This is an optimization exercise on Yosys and OpenROAD, whose aim is small area, a short achievable clock period and few clock cycles, not a production implementation.
Only simulation tests tie the RTL to the original design; equivalence was not proved.
Power and IR drop assume default switching activity.

==> flow/design.v <==
package swu_pkg;
   localparam int SIMD         = 2;
   localparam int IP_PRECISION = 8;
   localparam int DEF_IFM_WIDTH     = 12;
   localparam int DEF_IFM_HEIGHT    = 12;
   localparam int DEF_IFM_CHANNELS  = 8;
   localparam int DEF_KERNEL_HEIGHT = 3;
   localparam int DEF_KERNEL_WIDTH  = 3;
   localparam int DEF_STRIDE_HT     = 2;
   localparam int DEF_STRIDE_WT     = 2;
   localparam int IDX_W   = 16;
   localparam int COORD_W = 8;
   typedef logic [SIMD*IP_PRECISION-1:0] simd_word_t;
   typedef logic [IDX_W-1:0] idx_t;
   typedef struct packed {
      logic [COORD_W-1:0] out_row;
      logic [COORD_W-1:0] out_col;
      logic [COORD_W-1:0] k_row;
      logic [COORD_W-1:0] k_col;
      logic [COORD_W-1:0] fold;
   } window_pos_t;
endpackage
`timescale 1ns/1ps
module swu_line_buffer #(
   parameter int BUFFER_SIZE = 56
) (
   input  logic                aclk,
   input  logic                wr_en_i,
   input  swu_pkg::idx_t       wr_addr_i,
   input  swu_pkg::simd_word_t wr_data_i,
   input  logic                rd_en_i,
   input  swu_pkg::idx_t       rd_addr_i,
   output swu_pkg::simd_word_t rd_data_o
);
   localparam int AW = (BUFFER_SIZE > 1) ? $clog2(BUFFER_SIZE) : 1;
   swu_pkg::simd_word_t mem [BUFFER_SIZE];
   swu_pkg::simd_word_t rd_data_q;
   always_ff @(posedge aclk) begin
      if (wr_en_i) begin
         mem[wr_addr_i[AW-1:0]] <= wr_data_i;
      end
   end
   always_ff @(posedge aclk) begin
      if (rd_en_i) begin
         rd_data_q <= mem[rd_addr_i[AW-1:0]];
      end
   end
   assign rd_data_o = rd_data_q;
endmodule
`timescale 1ns/1ps
module swu_write_ctrl #(
   parameter int IFM_WIDTH    = 7,
   parameter int IFM_HEIGHT   = 7,
   parameter int EFF_CHANNELS = 2,
   parameter int BUFFER_SIZE  = 56
) (
   input  logic          aclk,
   input  logic          aresetn,
   input  logic          s_valid_i,
   output logic          s_ready_o,
   input  logic          frame_done_i,
   input  swu_pkg::idx_t oldest_idx_i,
   output logic          wr_en_o,
   output swu_pkg::idx_t wr_addr_o,
   output swu_pkg::idx_t wr_count_o
);
   localparam swu_pkg::idx_t FRAME_WORDS = swu_pkg::idx_t'(IFM_WIDTH * IFM_HEIGHT * EFF_CHANNELS);
   localparam swu_pkg::idx_t BUF_WORDS   = swu_pkg::idx_t'(BUFFER_SIZE);
   localparam swu_pkg::idx_t LAST_ADDR   = swu_pkg::idx_t'(BUFFER_SIZE - 1);
   swu_pkg::idx_t           wr_count_q;
   swu_pkg::idx_t           wr_addr_q;
   logic [swu_pkg::IDX_W:0] space_limit;
   logic           has_space;
   logic           frame_open;
   assign space_limit = {1'b0, oldest_idx_i} + {1'b0, BUF_WORDS};
   assign has_space   = {1'b0, wr_count_q} < space_limit;
   assign frame_open  = wr_count_q < FRAME_WORDS;
   assign s_ready_o = has_space && frame_open;
   assign wr_en_o   = s_valid_i && s_ready_o;
   always_ff @(posedge aclk) begin
      if (!aresetn || frame_done_i) begin
         wr_count_q <= '0;
      end else if (wr_en_o) begin
         wr_count_q <= wr_count_q + swu_pkg::idx_t'(1);
      end
   end
   always_ff @(posedge aclk) begin
      if (!aresetn || frame_done_i) begin
         wr_addr_q <= '0;
      end else if (wr_en_o) begin
         if (wr_addr_q == LAST_ADDR) begin
            wr_addr_q <= '0;
         end else begin
            wr_addr_q <= wr_addr_q + swu_pkg::idx_t'(1);
         end
      end
   end
   assign wr_addr_o  = wr_addr_q;
   assign wr_count_o = wr_count_q;
endmodule
`timescale 1ns/1ps
module swu_window_addr_gen #(
   parameter int IFM_WIDTH     = 7,
   parameter int IFM_HEIGHT    = 7,
   parameter int EFF_CHANNELS  = 2,
   parameter int KERNEL_HEIGHT = 3,
   parameter int KERNEL_WIDTH  = 3,
   parameter int STRIDE_HT     = 2,
   parameter int STRIDE_WT     = 2,
   parameter int OFM_WIDTH     = 3,
   parameter int OFM_HEIGHT    = 3,
   parameter int BUFFER_SIZE   = 56
) (
   input  logic          aclk,
   input  logic          aresetn,
   input  logic          adv_i,
   input  swu_pkg::idx_t wr_count_i,
   output logic          rd_en_o,
   output swu_pkg::idx_t rd_addr_o,
   output swu_pkg::idx_t oldest_idx_o,
   output logic          frame_done_o
);
   localparam int IDX_W   = swu_pkg::IDX_W;
   localparam int COORD_W = swu_pkg::COORD_W;
   localparam swu_pkg::idx_t ROW_WORDS   = swu_pkg::idx_t'(IFM_WIDTH * EFF_CHANNELS);
   localparam swu_pkg::idx_t FRAME_WORDS = swu_pkg::idx_t'(IFM_HEIGHT * IFM_WIDTH * EFF_CHANNELS);
   localparam swu_pkg::idx_t COL_STEP    = swu_pkg::idx_t'(STRIDE_WT * EFF_CHANNELS);
   localparam swu_pkg::idx_t ROW_STEP    = swu_pkg::idx_t'(STRIDE_HT * IFM_WIDTH * EFF_CHANNELS);
   localparam swu_pkg::idx_t BUF_WORDS   = swu_pkg::idx_t'(BUFFER_SIZE);
   swu_pkg::window_pos_t pos_q;
   swu_pkg::idx_t row_abs_q;
   swu_pkg::idx_t pix_abs_q;
   swu_pkg::idx_t row_addr_q;
   swu_pkg::idx_t pix_addr_q;
   swu_pkg::idx_t k_off;
   swu_pkg::idx_t rd_abs;
   logic last_fold;
   logic last_kcol;
   logic last_krow;
   logic last_ocol;
   logic last_orow;
   logic win_end;
   logic row_end;
   logic frame_end;
   logic word_ready;
   logic issue;
   function automatic swu_pkg::idx_t wrap_add(input swu_pkg::idx_t a, input swu_pkg::idx_t b);
      logic [IDX_W:0] sum;
      sum = {1'b0, a} + {1'b0, b};
      if (sum >= {1'b0, BUF_WORDS}) begin
         sum = sum - {1'b0, BUF_WORDS};
      end
      wrap_add = sum[IDX_W-1:0];
   endfunction
   assign last_fold = pos_q.fold    == COORD_W'(EFF_CHANNELS - 1);
   assign last_kcol = pos_q.k_col   == COORD_W'(KERNEL_WIDTH - 1);
   assign last_krow = pos_q.k_row   == COORD_W'(KERNEL_HEIGHT - 1);
   assign last_ocol = pos_q.out_col == COORD_W'(OFM_WIDTH - 1);
   assign last_orow = pos_q.out_row == COORD_W'(OFM_HEIGHT - 1);
   assign win_end   = last_fold && last_kcol && last_krow;
   assign row_end   = win_end && last_ocol;
   assign frame_end = row_end && last_orow;
   assign k_off  = swu_pkg::idx_t'(pos_q.k_row) * ROW_WORDS
                 + swu_pkg::idx_t'(pos_q.k_col) * swu_pkg::idx_t'(EFF_CHANNELS)
                 + swu_pkg::idx_t'(pos_q.fold);
   assign rd_abs = pix_abs_q + k_off;
   assign word_ready = (rd_abs < wr_count_i) && (!frame_end || wr_count_i == FRAME_WORDS);
   assign issue      = adv_i && word_ready;
   assign rd_en_o      = issue;
   assign rd_addr_o    = wrap_add(pix_addr_q, k_off);
   assign oldest_idx_o = row_abs_q;
   assign frame_done_o = issue && frame_end;
   always_ff @(posedge aclk) begin
      if (!aresetn || frame_done_o) begin
         pos_q      <= '0;
         row_abs_q  <= '0;
         pix_abs_q  <= '0;
         row_addr_q <= '0;
         pix_addr_q <= '0;
      end else if (issue) begin
         pos_q.fold <= last_fold ? '0 : pos_q.fold + 1'b1;
         if (last_fold) begin
            pos_q.k_col <= last_kcol ? '0 : pos_q.k_col + 1'b1;
            if (last_kcol) begin
               pos_q.k_row <= last_krow ? '0 : pos_q.k_row + 1'b1;
            end
         end
         if (row_end) begin
            pos_q.out_col <= '0;
            pos_q.out_row <= pos_q.out_row + 1'b1;
            row_abs_q     <= row_abs_q + ROW_STEP;
            pix_abs_q     <= row_abs_q + ROW_STEP;
            row_addr_q    <= wrap_add(row_addr_q, ROW_STEP);
            pix_addr_q    <= wrap_add(row_addr_q, ROW_STEP);
         end else if (win_end) begin
            pos_q.out_col <= pos_q.out_col + 1'b1;
            pix_abs_q     <= pix_abs_q + COL_STEP;
            pix_addr_q    <= wrap_add(pix_addr_q, COL_STEP);
         end
      end
   end
endmodule
`timescale 1ns/1ps
module swu_output_stage (
   input  logic                aclk,
   input  logic                aresetn,
   input  logic                rd_en_i,
   input  swu_pkg::simd_word_t rd_data_i,
   input  logic                m_ready_i,
   output logic                m_valid_o,
   output swu_pkg::simd_word_t m_data_o,
   output logic                adv_o
);
   logic       r_valid;
   logic       q_valid;
   swu_pkg::simd_word_t q_data;
   assign adv_o = m_ready_i || !q_valid;
   always_ff @(posedge aclk) begin
      if (!aresetn) begin
         r_valid <= 1'b0;
         q_valid <= 1'b0;
      end else if (adv_o) begin
         r_valid <= rd_en_i;
         q_valid <= r_valid;
      end
   end
   always_ff @(posedge aclk) begin
      if (adv_o) begin
         q_data <= rd_data_i;
      end
   end
   assign m_valid_o = q_valid;
   assign m_data_o  = q_data;
endmodule
`timescale 1ns/1ps
module swu_top #(
   parameter int IFM_WIDTH     = swu_pkg::DEF_IFM_WIDTH,
   parameter int IFM_HEIGHT    = swu_pkg::DEF_IFM_HEIGHT,
   parameter int IFM_CHANNELS  = swu_pkg::DEF_IFM_CHANNELS,
   parameter int KERNEL_HEIGHT = swu_pkg::DEF_KERNEL_HEIGHT,
   parameter int KERNEL_WIDTH  = swu_pkg::DEF_KERNEL_WIDTH,
   parameter int STRIDE_HT     = swu_pkg::DEF_STRIDE_HT,
   parameter int STRIDE_WT     = swu_pkg::DEF_STRIDE_WT
) (
   input  logic                aclk,
   input  logic                aresetn,
   input  swu_pkg::simd_word_t s_axis_tdata_i,
   input  logic                s_axis_tvalid_i,
   output logic                s_axis_tready_o,
   output swu_pkg::simd_word_t m_axis_tdata_o,
   output logic                m_axis_tvalid_o,
   input  logic                m_axis_tready_i
);
   localparam int EFF_CHANNELS = IFM_CHANNELS / swu_pkg::SIMD;
   localparam int OFM_WIDTH    = (IFM_WIDTH - KERNEL_WIDTH) / STRIDE_WT + 1;
   localparam int OFM_HEIGHT   = (IFM_HEIGHT - KERNEL_HEIGHT) / STRIDE_HT + 1;
   localparam int BUFFER_SIZE  = (STRIDE_HT - 1 + KERNEL_HEIGHT) * IFM_WIDTH * EFF_CHANNELS;
   logic       wr_en;
   swu_pkg::idx_t       wr_addr;
   swu_pkg::idx_t       wr_count;
   logic       rd_en;
   swu_pkg::idx_t       rd_addr;
   swu_pkg::simd_word_t rd_data;
   swu_pkg::idx_t       oldest_idx;
   logic       frame_done;
   logic       adv;
   swu_write_ctrl #(
      .IFM_WIDTH    (IFM_WIDTH),
      .IFM_HEIGHT   (IFM_HEIGHT),
      .EFF_CHANNELS (EFF_CHANNELS),
      .BUFFER_SIZE  (BUFFER_SIZE)
   ) u_write_ctrl (
      .aclk         (aclk),
      .aresetn      (aresetn),
      .s_valid_i    (s_axis_tvalid_i),
      .s_ready_o    (s_axis_tready_o),
      .frame_done_i (frame_done),
      .oldest_idx_i (oldest_idx),
      .wr_en_o      (wr_en),
      .wr_addr_o    (wr_addr),
      .wr_count_o   (wr_count)
   );
   swu_line_buffer #(
      .BUFFER_SIZE (BUFFER_SIZE)
   ) u_line_buffer (
      .aclk      (aclk),
      .wr_en_i   (wr_en),
      .wr_addr_i (wr_addr),
      .wr_data_i (s_axis_tdata_i),
      .rd_en_i   (rd_en),
      .rd_addr_i (rd_addr),
      .rd_data_o (rd_data)
   );
   swu_window_addr_gen #(
      .IFM_WIDTH     (IFM_WIDTH),
      .IFM_HEIGHT    (IFM_HEIGHT),
      .EFF_CHANNELS  (EFF_CHANNELS),
      .KERNEL_HEIGHT (KERNEL_HEIGHT),
      .KERNEL_WIDTH  (KERNEL_WIDTH),
      .STRIDE_HT     (STRIDE_HT),
      .STRIDE_WT     (STRIDE_WT),
      .OFM_WIDTH     (OFM_WIDTH),
      .OFM_HEIGHT    (OFM_HEIGHT),
      .BUFFER_SIZE   (BUFFER_SIZE)
   ) u_window_addr_gen (
      .aclk         (aclk),
      .aresetn      (aresetn),
      .adv_i        (adv),
      .wr_count_i   (wr_count),
      .rd_en_o      (rd_en),
      .rd_addr_o    (rd_addr),
      .oldest_idx_o (oldest_idx),
      .frame_done_o (frame_done)
   );
   swu_output_stage u_output_stage (
      .aclk      (aclk),
      .aresetn   (aresetn),
      .rd_en_i   (rd_en),
      .rd_data_i (rd_data),
      .m_ready_i (m_axis_tready_i),
      .m_valid_o (m_axis_tvalid_o),
      .m_data_o  (m_axis_tdata_o),
      .adv_o     (adv)
   );
endmodule
==> flow/run.sh <==
#!/bin/bash
# synth_recipe.tcl (not shown) runs the flow's synth.tcl, then flattens the netlist and writes it again
# the make line also repeats each setting of config.mk as NAME=value (left out here)
make -C /OpenROAD-flow-scripts/flow DESIGN_CONFIG=/design/flow/config.mk WORK_HOME=/design/flow/orfs CLKGATE_MAP_FILE= SYNTH_SCRIPT=/design/flow/synth_recipe.tcl finish
==> flow/config.mk <==
export PLATFORM = sky130hd
export DESIGN_NAME = swu_top
export DESIGN_NICKNAME = swu_top
export VERILOG_FILES = /design/flow/design.v
export SDC_FILE = /design/flow/constraint.sdc
export NUM_CORES = 4
export LEC_CHECK = 0
export CAP_MARGIN = 20
export CORE_MARGIN = 2
export CORE_UTILIZATION = 40
export SLEW_MARGIN = 20
==> flow/constraint.sdc <==
create_clock -name core_clock -period 6.5 [get_ports {aclk}]
set_input_delay 1.3000 -clock core_clock [delete_from_list [all_inputs] [get_ports {aclk}]]
set_output_delay 1.3000 -clock core_clock [all_outputs]
set_load 0.01 [all_outputs]
==> run notes <==
-- where the power goes --
part,total (uW),switching (uW),leakage (uW),internal (uW)
combinational,8110,4350,0.0117,3750
sequential,23200,237,0.0289,22900
clock,18300,7880,0.00507,10400
-- metrics by stage --
| stage | total power (uW) | instances |
|---|---|---|
| floorplan | 29000 | 6450 |
| global placement | 31800 | 10857 |
| detailed placement | 31800 | 10857 |
| CTS | 50000 | 11458 |
| global route | 51100 | 11461 |
| finish | 49600 | 11469 |
-- timing repair --
item                                   CTS  global route
buffers inserted                         0             2
hold buffers                             0             0
pin swaps                                0             7
resized for setup                        3            22
endpoints found under the hold margin    0             0
setup endpoints to repair               30           137
-- placed cells by master, fill, tap and decap left out, types with 32 or more instances in the layout --
master,count
o221ai_1,64
ha_1,97
mux2i_1,281
xnor2_1,76
nand2_1,148
a21oi_1,129
clkinv_2,53
o21ai_0,117
nor3_1,56
o22ai_1,32
nor2_2,97
mux4_2,773
buf_4,400
dfxtp_1,120
clkinv_1,80
xor2_1,53
edfxtp_1,3104
nor2_1,319
clkbuf_16,341
clkbuf_1,76
nand3_1,96
nand4_1,40
inv_1,82
a221oi_1,53
-- cell type report --
class	count	share of cell area, %
Clock inverter	175	0.962
Clock buffer	426	6.08
Antenna cell	9	0.0153
Sequential cell	3226	65.1
Timing Repair Buffer	467	2.72
Inverter	84	0.220
Multi-Input combinational cell	2777	21.3
Tap cell	4305	3.66
-- final timing paths --
kind	start	endpoint	slack (ns)	cells past startpoint
max	u_window_addr_gen.pos_q[17]	u_window_addr_gen.pix_abs_q[15]	0.34	28
max reg2reg	u_window_addr_gen.pos_q[17]	u_window_addr_gen.pix_abs_q[15]	0.34	28
min	u_write_ctrl.wr_count_q[12]	u_write_ctrl.wr_count_q[12]	0.50	2
min reg2reg	u_write_ctrl.wr_count_q[12]	u_write_ctrl.wr_count_q[12]	0.50	2
-- worst max-delay path: cells and delay by family (launching register included) --
kind                     cells  cell delay, ns
AO/OA/AOI/OAI                9            1.77
XOR/XNOR                     3            0.49
adder cells (fa/ha/maj)      6            1.83
buffers and inverters        4            0.41
flip-flops                   1            0.35
AND/OR/NAND/NOR              6            1.21
-- sequential cells by signal (all words and copies together), names as in the netlist, 13 cells and up --
signal and flops:
u_output_stage.q_data 16, u_line_buffer.mem 3072, u_line_buffer.rd_data_q 16, u_window_addr_gen.pix_addr_q 13
u_window_addr_gen.pix_abs_q 13, u_write_ctrl.wr_addr_q 16, u_window_addr_gen.pos_q 40, u_write_ctrl.wr_count_q 16
-- cells by family after synthesis --
| kind of cell | count (synthesis) | synth area share [%] |
|---|---|---|
| AOI/OAI and AO/OA | 576 | 3.00 |
| xor gates and xnor gates | 136 | 0.938 |
| adders and majority gates | 105 | 1.06 |
| buffers and inverters | 447 | 1.66 |
| DFF | 3226 | 74.4 |
| muxes | 1060 | 15.8 |
| and+or+nand+nor | 900 | 3.16 |
-- routing by layer --
metal	part of all wire [%]	up-vias	wire [um]
met5	0.0020	-	7
met4	3.8	2	12900
met3	6.9	551	23600
met2	48	2743	165000
met1	41	35330	142000
li1	-	27435	-
-- synth_stat cells (64+ instances only) --
master	n
nand3_1	102
dfxtp_1	122
nand2_1	152
buf_2	106
o221ai_1	64
a21oi_1	132
inv_1	83
nor2_1	420
edfxtp_1	3104
mux4_2	773
ha_1	99
clkbuf_1	165
xnor2_1	81
mux2i_1	281
o21ai_0	121
==> flow_summary.yaml <==
clock_tree:
  root_buffer: "clkbuf_16"
  cts_buffer_depth: 4
  numCtsBuffers: 335
  clk_latency_ns: 0.91
  htreeDepth: 5
  clkTransAtPathRegs_ns: 0.05
  cts_sinks: 3226
  cts_tree: "yes"
global_routing:
  grt_pass1_wl_mm: 489
  grt_usage_pct: 20.9
  grt.busiest_layer: "met2"
  met1_usage_pct: 29.2
  grt.overflow.total: 0
  antenna_found_initial: 22
  use_met2_pct: 33.7
  grt_pass1_vias: 65748
  grtUsageMet3_pct: 2.76
  grt_max_degree: 169
placement:
  routabilityCongestion: 0.857
  portBuffers: 37
  dp_slack_ns: -0.143
  hpwlAfterDp_mm: 205
  place_area_um2: 137000
critical_path:
  criticalPathCategory: "reg -> reg"
  worstSetupEndpointType: "flip-flop"
  startpoint_type: "flip-flop"
  crit_path_frequent_cell: "ha_1"
  max_stage_delay_ns: 0.55
  critical_path.max_fanout: 5
  crit_arrival_ns: 6.94
  critPathSlowestCell: "or4_4"
  cp.required_ns: 7.27
final_layout:
  fill_cells: 26721
  nets: 7016
  design_area_um2: 147000
  multi_input_area_um2: 31300
  fin_util_pct: 45.9
  drive_gt1_share_pct: 25.6
  syn_to_final_growth_pct: 14.4
  regArea_um2: 95700
sta:
  tightest_slew_ns: 1.12
  fin_crit_ns: 6.16
  finalCritPeriodShare_pct: 94.8
  fin_skew_ns: 0.0721
  finalSetupTns_ns: 0
  fin_hold_ws_ns: 0.498
  fmax_mhz: 162
  hold_viol: 0
  slew_viol_final: 0
  setup_viol: 0
  fin_ws_ns: 0.336
  max_slew_margin_pct: 24.8
synthesis:
  syn_avg_cell_area_um2: 19.9
  synth_nets: 6575
  synth.area.top_cells: "edfxtp_1 (72%), mux4_2 (14%), mux2i_1 (2.2%)"
  synth_area_um2: 129000
  synthCells: 6450
  yosysSeqAreaShare_pct: 74.4
  ys_warn_count: 4
  ys_ff_latch: 3226
  ys_types: 86
  ys_async_sr_fraction_pct: 0
  synth_top_cell_by_area: "edfxtp_1"
  synth_top_area_share_pct: 72.5
  ys.flop_type: "edfxtp_1"
  synth-edff-count: 3104
die:
  dieArea_um2: 326000
  die_y_um: 571
  start_util_pct: 40.1
  rows: 208
  ios: 38
  coreArea_um2: 320000
  die_w_um: 571
detailed_routing:
  dr.pass1.iters: 6
  drt_iter0_drc: 8568
  final_antenna_net_count: 0
  drcViolationCount: 0
  post_drt_wl_per_cell_um: 30.0
  vias_per_cell: 5.76
  route.vias.total: 66061
  wirelength_mm: 344
worst_hold_path:
  hold_path_class: "reg -> reg"
power:
  p_leak_uw: 0.0457
  ir_worst_vdd_mv: 0.255
  powerDensity_nw_per_um2: 337
status:
  status: "finished clean"
run:
  maxCapViolCount: 0
Testbench counts, summed over its fixed seeds: cycles 46,720.

## separate check: timing with driven ports
Ports are ideal in the flow. The routed layout listed here was re-timed in OpenROAD.
Step 1 assumes that a clkbuf_16 drives the clock port and a buf_2 every other input.
Step 2 moves the port delays by t, midway between the first and last clock arrival at a register: inputs arrive t later, outputs are due t later. That takes back most of the time a late clock gives input paths.
Slacks: ideal / step 1 / step 2; pairs: ideal / step 1.
t, ns: 0.988
slack for setup (ns): 0.336 / 0.336 / 0.336
slew at the worst register clock pin (ns): 0.07 / 0.07
After both steps setup and hold are still met in this run. The setup slack of this run moves by 0.000 ns with the drivers and by 0.000 ns with both steps.
